Context: an optimization exercise on an open-source flow, tuned for small area. The choices shown serve that exercise and are no tape-out recipe. Only simulation tests tie the RTL to the original design; equivalence was not proved. The clock port is modelled as an ideal driver; clocking choices that lean on that would not hold on a real chip. Power and IR drop assume default switching activity.

Setup of v51:
// game_core
module game_core #(
  parameter int n_pipes     = geom_pkg::max_pipes,
  parameter int n_goodies   = geom_pkg::max_goodies,
  parameter int move_period = 1000,
  parameter int win_score   = game_pkg::default_win_score
) (
  input  logic        slower_clk,
  input  logic        reset,
  input  logic        btn_up,
  input  logic        btn_down,
  input  logic        btn_left,
  input  logic        btn_right,
  input  logic        start,
  output logic [10:0] player_x,
  output logic [9:0]  player_y,
  output logic [3:0]  score,
  output logic        collided,
  output logic [1:0]  state
);
For scale: about 1000 cells after synthesis, ~160 flip-flops, ~35 I/O pins, ~0.0076 mm2 of cells after synthesis.
==> flow/config.mk <==
export PLATFORM = sky130hd
export DESIGN_NAME = game_core
export DESIGN_NICKNAME = game_core
export VERILOG_FILES = /design/flow/design.v
export SDC_FILE = /design/flow/constraint.sdc
export NUM_CORES = 4
export LEC_CHECK = 0
export CAP_MARGIN = 20
export CORE_MARGIN = 2
export CORE_UTILIZATION = 70
export SLEW_MARGIN = 20
==> flow/constraint.sdc <==
create_clock -name core_clock -period 10.0 [get_ports {slower_clk}]
set_input_delay 2.0000 -clock core_clock [delete_from_list [all_inputs] [get_ports {slower_clk}]]
set_output_delay 2.0000 -clock core_clock [all_outputs]
set_load 0.01 [all_outputs]
standard.sh (not shown) runs the stock make flow with config.mk's settings and CLKGATE_MAP_FILE= SYNTH_SCRIPT=/design/flow/synth_recipe.tcl, a recipe that flattens the netlist after the stock synthesis.
==> flow/flow/run.sh <==
#!/bin/bash
# Own layout flow: the standard flow, with
#  - synthesis mapped by ABC with an area script (SAT-based deep synthesis,
#    then area mapping) and no separate full/half
#    adder extraction (the registers and their cells are unchanged);
#  - clock tree synthesis without dummy loads, with smaller clock buffers
#    and larger sink clusters;
#  - the port buffers (every input and output still gets one) made with the
#    smallest buffer cell.
# Each step's full output goes to a log file in the work folder.
set -euo pipefail
W=$(pwd)
sed "s|@ABC@|$W/flow/area.abc|" flow/synth.tcl.in > "$W/own_synth.tcl"
bash standard.sh SYNTH_SCRIPT="$W/own_synth.tcl" ADDER_MAP_FILE= synth > "$W/own_synth.log" 2>&1
bash standard.sh \
  "CTS_ARGS=-sink_clustering_enable -repair_clock_nets -dont_use_dummy_load -buf_list sky130_fd_sc_hd__clkbuf_8 -sink_clustering_size 30 -sink_clustering_max_diameter 100" \
  "BUFFER_PORTS_ARGS=-buffer_cell sky130_fd_sc_hd__buf_1" \
  finish > "$W/own_layout.log" 2>&1
==> flow/flow/area.abc <==
strash
&get -n
&deepsyn -T 120
&put
dch -f
amap
strash
&get -n
&deepsyn -T 120
&put
dch -f
amap
==> flow/flow/synth.tcl.in <==
# The standard flow's synthesis (synth_recipe.tcl) with ABC given an area-oriented script
proc synth {args} { yosys synth -nofsm -noshare {*}$args }
proc abc {args} {
  set i [lsearch -exact $args -script]
  if {$i >= 0} { set args [lreplace $args [expr {$i + 1}] [expr {$i + 1}] {@ABC@}] }
  yosys abc {*}$args
}
source $::env(SCRIPTS_DIR)/synth.tcl
# left out here: clear keep_hierarchy, flatten, clean up, hide names made inside functions, write 1_2_yosys.v
Modified inputs, v5 compared to v51
Settings: CORE_UTILIZATION changed from 70 to 40.
-- flow/flow/run.sh --
<<< v51, line 2
# Own layout flow: the standard flow, with
#  - synthesis mapped by ABC with an area script (SAT-based deep synthesis,
#    then area mapping) and no separate full/half
#    adder extraction (the registers and their cells are unchanged);
>>> v5, line 2
# Own layout flow: the standard flow, with
#  - synthesis mapped by ABC with an area script and no separate full/half
#    adder extraction (the registers and their cells are unchanged);
==> flow/flow/area.abc <==
strash
dc2
dch -f
amap
strash
dc2
dch -f
amap
[summary]
- v5 vs. v51: multi-input gate share of total cell area -0.55 points; clock period minus worst slack lower; worst setup margin increased by 47 ps relative to the old numbers; utilization after layout fell by 32 points.
Input changes introduced in v12 (baseline for comparison: v5):
Settings: CORE_UTILIZATION changed from 40 to 70.
==> comparison <==
- v12: first-pass iteration count of the detailed router is 2 higher than what v5 reported.
- Sort v5 and v12 by horizontal die dimension, ascending, and v12 comes first.
- v12: flow completed, timing, DRC and antenna clean
- When the final numbers for v5 and v12 were put side by side, the fraction of area in registers turned out to be smaller in v5.
- [compare] base=v5 new=v12: detailed placement HPWL decreased about 5%; area of the die decreased 0.0087 mm2; utilization shows an increase of 33 points; relative contribution of combinational cells to total power barely changed; total length of routed met3 wires now sits higher.
- Compared with v5, v12 shows a higher post-route worst hold slack.

* * *

game_core, a different RTL version from the one above (not shown whole).
For scale: roughly 1100 cells after synthesis, ~160 flip-flops, roughly 35 I/O pins, roughly 0.0080 mm2 of cells after synthesis.
Settings: LEC_CHECK=0, CAP_MARGIN=20, CORE_MARGIN=2, CORE_UTILIZATION=40, SLEW_MARGIN=20; clock period 10.0 ns.
==> flow/flow/run.sh <==
#!/bin/bash
# Own layout flow: the standard flow, with
#  - synthesis mapped by ABC with an area script and no separate full/half
#    adder extraction (the registers and their cells are unchanged);
#  - clock tree synthesis without dummy loads, with smaller clock buffers
#    and larger sink clusters;
#  - the port buffers (every input and output still gets one) made with the
#    smallest buffer cell.
# Each step's full output goes to a log file in the work folder.
set -euo pipefail
W=$(pwd)
sed "s|@ABC@|$W/flow/area.abc|" flow/synth.tcl.in > "$W/own_synth.tcl"
bash standard.sh SYNTH_SCRIPT="$W/own_synth.tcl" ADDER_MAP_FILE= synth > "$W/own_synth.log" 2>&1
bash standard.sh \
  "CTS_ARGS=-sink_clustering_enable -repair_clock_nets -dont_use_dummy_load -buf_list sky130_fd_sc_hd__clkbuf_8 -sink_clustering_size 30 -sink_clustering_max_diameter 100" \
  "BUFFER_PORTS_ARGS=-buffer_cell sky130_fd_sc_hd__buf_1" \
  finish > "$W/own_layout.log" 2>&1
==> flow/flow/area.abc <==
strash
dc2
dch -f
amap
strash
dc2
dch -f
amap
Scripts as last shown in full above: flow/flow/synth.tcl.in
==> next run, changes <==
==> flow/run.sh (new file) <==
#!/bin/bash
# synth_recipe.tcl (not shown) runs the flow's synth.tcl, then flattens the netlist and writes it again
# the make line also repeats each setting of config.mk as NAME=value (left out here)
make -C /OpenROAD-flow-scripts/flow DESIGN_CONFIG=/design/flow/config.mk WORK_HOME=/design/flow/orfs CLKGATE_MAP_FILE= SYNTH_SCRIPT=/design/flow/synth_recipe.tcl finish
removed: flow/flow/run.sh
removed: flow/flow/area.abc
removed: flow/flow/synth.tcl.in
removed: flow/standard.sh
Effect:
- utilization went up by 0.90 points
- die area went up by 18%
- clock-buffer cell count does not change
- non-clock buffer count went up by 1
==> next run, changes <==
==> flow/flow/run.sh (new file) <==
#!/bin/bash
# Own layout flow: the standard flow, with
#  - synthesis mapped by ABC with an area script and no separate full/half
#    adder extraction (the registers and their cells are unchanged);
#  - clock tree synthesis without dummy loads.
# Each step's full output goes to a log file in the work folder.
set -euo pipefail
W=$(pwd)
sed "s|@ABC@|$W/flow/area.abc|" flow/synth.tcl.in > "$W/own_synth.tcl"
bash standard.sh SYNTH_SCRIPT="$W/own_synth.tcl" ADDER_MAP_FILE= synth > "$W/own_synth.log" 2>&1
bash standard.sh "CTS_ARGS=-sink_clustering_enable -repair_clock_nets -dont_use_dummy_load" finish > "$W/own_layout.log" 2>&1
==> flow/flow/area.abc (new file) <==
strash
dc2
dch -f
amap
strash
dc2
dch -f
amap
==> flow/flow/synth.tcl.in (new file) <==
# The standard flow's synthesis (synth_recipe.tcl) with ABC given an area-oriented script
proc synth {args} { yosys synth -nofsm -noshare {*}$args }
proc abc {args} {
  set i [lsearch -exact $args -script]
  if {$i >= 0} { set args [lreplace $args [expr {$i + 1}] [expr {$i + 1}] {@ABC@}] }
  yosys abc {*}$args
}
source $::env(SCRIPTS_DIR)/synth.tcl
# left out here: clear keep_hierarchy, flatten, clean up, hide names made inside functions, write 1_2_yosys.v
==> flow/standard.sh (new file) <==
#!/bin/bash
# synth_recipe.tcl (not shown) runs the flow's synth.tcl, then flattens the netlist and writes it again
# the make line also repeats each setting of config.mk as NAME=value (left out here)
make -C /OpenROAD-flow-scripts/flow DESIGN_CONFIG=/design/flow/config.mk WORK_HOME=/design/flow/orfs CLKGATE_MAP_FILE= SYNTH_SCRIPT=/design/flow/synth_recipe.tcl "${@:-finish}"
removed: flow/run.sh
After rerunning:
- The new run completed without violations
- worst hold slack is worse by 7.9 ps
- worst setup slack is better by 930 ps
- cell count is higher slightly
- final area is lower by about a fifth
- count of clock-buffer cells in the layout is unchanged

* * *

== cedar ==
Another version of the RTL of game_core (not shown whole).
For scale: about 980 cells after synthesis, ~120 flip-flops, about 35 I/O pins.
Design game_core, start of the top module:
module game_core #(
  parameter int n_pipes     = geom_pkg::max_pipes,
  parameter int n_goodies   = geom_pkg::max_goodies,
  parameter int move_period = 1000,
  parameter int win_score   = game_pkg::default_win_score
) (
  input  logic        slower_clk,
  input  logic        reset,
  input  logic        btn_up,
  input  logic        btn_down,
  input  logic        btn_left,
  input  logic        btn_right,
  input  logic        start,
  output logic [10:0] player_x,
  output logic [9:0]  player_y,
  output logic [3:0]  score,
  output logic        collided,
  output logic [1:0]  state
);
Settings: LEC_CHECK=0, CAP_MARGIN=20, CORE_MARGIN=2, CORE_UTILIZATION=70, SLEW_MARGIN=20; clock period 10.0 ns.
==> flow/flow/run.sh <==
#!/bin/bash
# Own layout flow: the standard flow, with
#  - synthesis mapped by ABC with an area script (SAT-based deep synthesis,
#    then area mapping) and no separate full/half adder extraction; the
#    registers (names, count, cells) are checked against the standard
#    synthesis, and the standard synthesis is used if they differ;
#  - clock tree synthesis without dummy loads, with small clock buffers, of
#    which flow/post_cts.tcl then upsizes those whose output slew is high;
#  - the port buffers (every input and output still gets one) made with the
#    smallest buffer cell.
# Each step's full output goes to a log file in the work folder.
set -euo pipefail
W=$(pwd)
RES=$W/orfs/results/$FLOW_PLATFORM/game_core/base
regs() { grep -oE '^ *sky130_fd_sc_hd__[a-z0-9_]*df[a-z0-9_]* +[^ ]+' "$1" | sed 's/_[0-9]* / /' | awk '{print $1, $2}' | sort; }

# Reference: the standard (hierarchical) synthesis, in its own folder
bash standard.sh WORK_HOME="$W/ref" SYNTH_HIERARCHICAL=1 synth > "$W/ref_synth.log" 2>&1
regs "$W/ref/results/$FLOW_PLATFORM/game_core/base/1_2_yosys.v" > "$W/regs_ref.txt"

sed "s|@ABC@|$W/flow/area.abc|" flow/synth.tcl.in > "$W/own_synth.tcl"
bash standard.sh SYNTH_SCRIPT="$W/own_synth.tcl" ADDER_MAP_FILE= synth > "$W/own_synth.log" 2>&1
regs "$RES/1_2_yosys.v" > "$W/regs_own.txt"
if ! cmp -s "$W/regs_ref.txt" "$W/regs_own.txt" || [[ ! -s "$W/regs_ref.txt" ]]; then
  echo "own synthesis registers differ from the standard synthesis; using the standard synthesis" | tee "$W/own_synth_fallback.txt"
  rm -rf "$W/orfs"
  bash standard.sh synth > "$W/std_synth.log" 2>&1
fi

bash standard.sh \
  "CTS_ARGS=-sink_clustering_enable -repair_clock_nets -dont_use_dummy_load -buf_list sky130_fd_sc_hd__clkbuf_4 -root_buf sky130_fd_sc_hd__clkbuf_8" \
  "POST_CTS_TCL=$W/flow/post_cts.tcl" \
  "BUFFER_PORTS_ARGS=-buffer_cell sky130_fd_sc_hd__buf_1" \
  finish > "$W/own_layout.log" 2>&1
==> flow/flow/area.abc <==
strash
&get -n
&deepsyn -T 120
&put
dch -f
amap
strash
&get -n
&deepsyn -T 120
&put
dch -f
amap
==> flow/flow/post_cts.tcl <==
estimate_parasitics -placement
for {set pass 0} {$pass < 3} {incr pass} {
  set changed 0
  foreach inst [[ord::get_db_block] getInsts] {
    set m [[$inst getMaster] getName]
    if {![string match "sky130_fd_sc_hd__clkbuf_*" $m]} { continue }
    set slew [get_property [get_pins [$inst getName]/X] slew_max_rise]
    set slewf [get_property [get_pins [$inst getName]/X] slew_max_fall]
    if {$slewf > $slew} { set slew $slewf }
    if {$slew > 0.100} {
      set up ""
      if {$m eq "sky130_fd_sc_hd__clkbuf_4"} { set up sky130_fd_sc_hd__clkbuf_8 }
      if {$m eq "sky130_fd_sc_hd__clkbuf_8"} { set up sky130_fd_sc_hd__clkbuf_16 }
      if {$up ne ""} {
        replace_cell [$inst getName] $up
        incr changed
      }
    }
  }
  puts "post_cts: pass $pass upsized $changed clock buffers"
  if {!$changed} { break }
  estimate_parasitics -placement
}
detailed_placement
check_placement -verbose
estimate_parasitics -placement
Other scripts of this flow, unchanged in this note and not shown: flow/flow/synth.tcl.in
cedar ended with every stage complete and zero timing, DRC or antenna violations.
[inputs] garnet vs cedar
diff --git a/flow/flow/run.sh b/flow/flow/run.sh
--- a/flow/flow/run.sh
+++ b/flow/flow/run.sh
@@ -6,4 +6,3 @@
 #    synthesis, and the standard synthesis is used if they differ;
-#  - clock tree synthesis without dummy loads, with small clock buffers, of
-#    which flow/post_cts.tcl then upsizes those whose output slew is high;
+#  - clock tree synthesis without dummy loads and with clkbuf_8 buffers;
 #  - the port buffers (every input and output still gets one) made with the
@@ -30,4 +29,3 @@
 bash standard.sh \
-  "CTS_ARGS=-sink_clustering_enable -repair_clock_nets -dont_use_dummy_load -buf_list sky130_fd_sc_hd__clkbuf_4 -root_buf sky130_fd_sc_hd__clkbuf_8" \
-  "POST_CTS_TCL=$W/flow/post_cts.tcl" \
+  "CTS_ARGS=-sink_clustering_enable -repair_clock_nets -dont_use_dummy_load -buf_list sky130_fd_sc_hd__clkbuf_8" \
   "BUFFER_PORTS_ARGS=-buffer_cell sky130_fd_sc_hd__buf_1" \
removed: flow/flow/post_cts.tcl
==> run summary <==
From cedar to garnet the numbers moved as follows: worst reg2reg path depth higher, power has increased, number of distinct library cells after synthesis has increased.
Changes in willow relative to garnet:
diff --git a/flow/flow/run.sh b/flow/flow/run.sh
--- a/flow/flow/run.sh
+++ b/flow/flow/run.sh
@@ -6,3 +6,4 @@
 #    synthesis, and the standard synthesis is used if they differ;
-#  - clock tree synthesis without dummy loads and with clkbuf_8 buffers;
+#  - clock tree synthesis without dummy loads, with small clock buffers, of
+#    which flow/post_cts.tcl then upsizes those whose output slew is high;
 #  - the port buffers (every input and output still gets one) made with the
@@ -29,3 +30,4 @@
 bash standard.sh \
-  "CTS_ARGS=-sink_clustering_enable -repair_clock_nets -dont_use_dummy_load -buf_list sky130_fd_sc_hd__clkbuf_8" \
+  "CTS_ARGS=-sink_clustering_enable -repair_clock_nets -dont_use_dummy_load -buf_list sky130_fd_sc_hd__clkbuf_4 -root_buf sky130_fd_sc_hd__clkbuf_8" \
+  "POST_CTS_TCL=$W/flow/post_cts.tcl" \
   "BUFFER_PORTS_ARGS=-buffer_cell sky130_fd_sc_hd__buf_1" \
==> flow/flow/area.abc <==
strash
&get -n
&deepsyn -T 120
&put
dch -f
amap
strash
&get -n
&deepsyn -T 120
&put
dch -f
amap
strash
&get -n
&deepsyn -T 120
&put
dch -f
amap
strash
&get -n
&deepsyn -T 120
&put
dch -f
amap
==> flow/flow/post_cts.tcl (new file) <==
estimate_parasitics -placement
for {set pass 0} {$pass < 3} {incr pass} {
  set changed 0
  foreach inst [[ord::get_db_block] getInsts] {
    set m [[$inst getMaster] getName]
    if {![string match "sky130_fd_sc_hd__clkbuf_*" $m]} { continue }
    set slew [get_property [get_pins [$inst getName]/X] slew_max_rise]
    set slewf [get_property [get_pins [$inst getName]/X] slew_max_fall]
    if {$slewf > $slew} { set slew $slewf }
    if {$slew > 0.100} {
      set up ""
      if {$m eq "sky130_fd_sc_hd__clkbuf_4"} { set up sky130_fd_sc_hd__clkbuf_8 }
      if {$m eq "sky130_fd_sc_hd__clkbuf_8"} { set up sky130_fd_sc_hd__clkbuf_16 }
      if {$up ne ""} {
        replace_cell [$inst getName] $up
        incr changed
      }
    }
  }
  puts "post_cts: pass $pass upsized $changed clock buffers"
  if {!$changed} { break }
  estimate_parasitics -placement
}
detailed_placement
check_placement -verbose
estimate_parasitics -placement
## What came out
- Compared to garnet, the routing of willow uses less wire.
- Delta(proportion of power drawn by combinational gates, willow - garnet) > 0
- Diff garnet -> willow | design area | down slightly

separate check: timing with driven ports:
The flow's constraints put no driver on any port. The routed layouts listed below were extracted and timed again, unchanged, in two steps. Step 1 (the two cells are an assumption about what drives the block):
set clk [get_ports {slower_clk}]
set_driving_cell -lib_cell sky130_fd_sc_hd__clkbuf_16 $clk
set_driving_cell -lib_cell sky130_fd_sc_hd__buf_2 [delete_from_list [all_inputs] $clk]
Step 2 adds t to the input delays and takes it off the output delays; t is the mean of the earliest and latest rising clock arrival at the registers after step 1. Input paths then give back, and output paths get back, about the clock's delay inside the block. a / b / c = ideal / step 1 / step 2; a / b = the first two.
run | t (ns) | setup slack, ns | worst hold slack (ns) | clock arrival spread, ns
v51 | 0.490 | 4.383 / 4.402 / 3.912 | 0.429 / 0.429 / 0.429 | 0.024 / 0.024
v5 | 0.487 | 4.430 / 4.441 / 3.954 | 0.428 / 0.428 / 0.428 | 0.032 / 0.032
v12 | 0.488 | 4.549 / 4.549 / 4.082 | 0.436 / 0.436 / 0.436 | 0.028 / 0.028
the first run of note 2 | 0.499 | 4.555 / 4.555 / 4.186 | 0.448 / 0.448 / 0.448 | 0.046 / 0.046
the second run of note 2 | 0.477 | 3.384 / 3.403 / 2.927 | 0.451 / 0.451 / 0.451 | 0.027 / 0.027
the third run of note 2 | 0.458 | 4.311 / 4.333 / 3.875 | 0.443 / 0.443 / 0.443 | 0.025 / 0.024
cedar | 0.393 | 3.397 / 3.397 / 3.397 | 0.449 / 0.449 / 0.449 | 0.033 / 0.032
garnet | 0.466 | 3.264 / 3.264 / 3.264 | 0.417 / 0.417 / 0.417 | 0.044 / 0.044
willow | 0.391 | 3.636 / 3.636 / 3.636 | 0.404 / 0.404 / 0.404 | 0.034 / 0.034
After both steps setup and hold are still met in every run listed. For v5, which loses most, drivers alone change the setup slack by +0.011 ns; drivers and shift together by -0.476 ns.
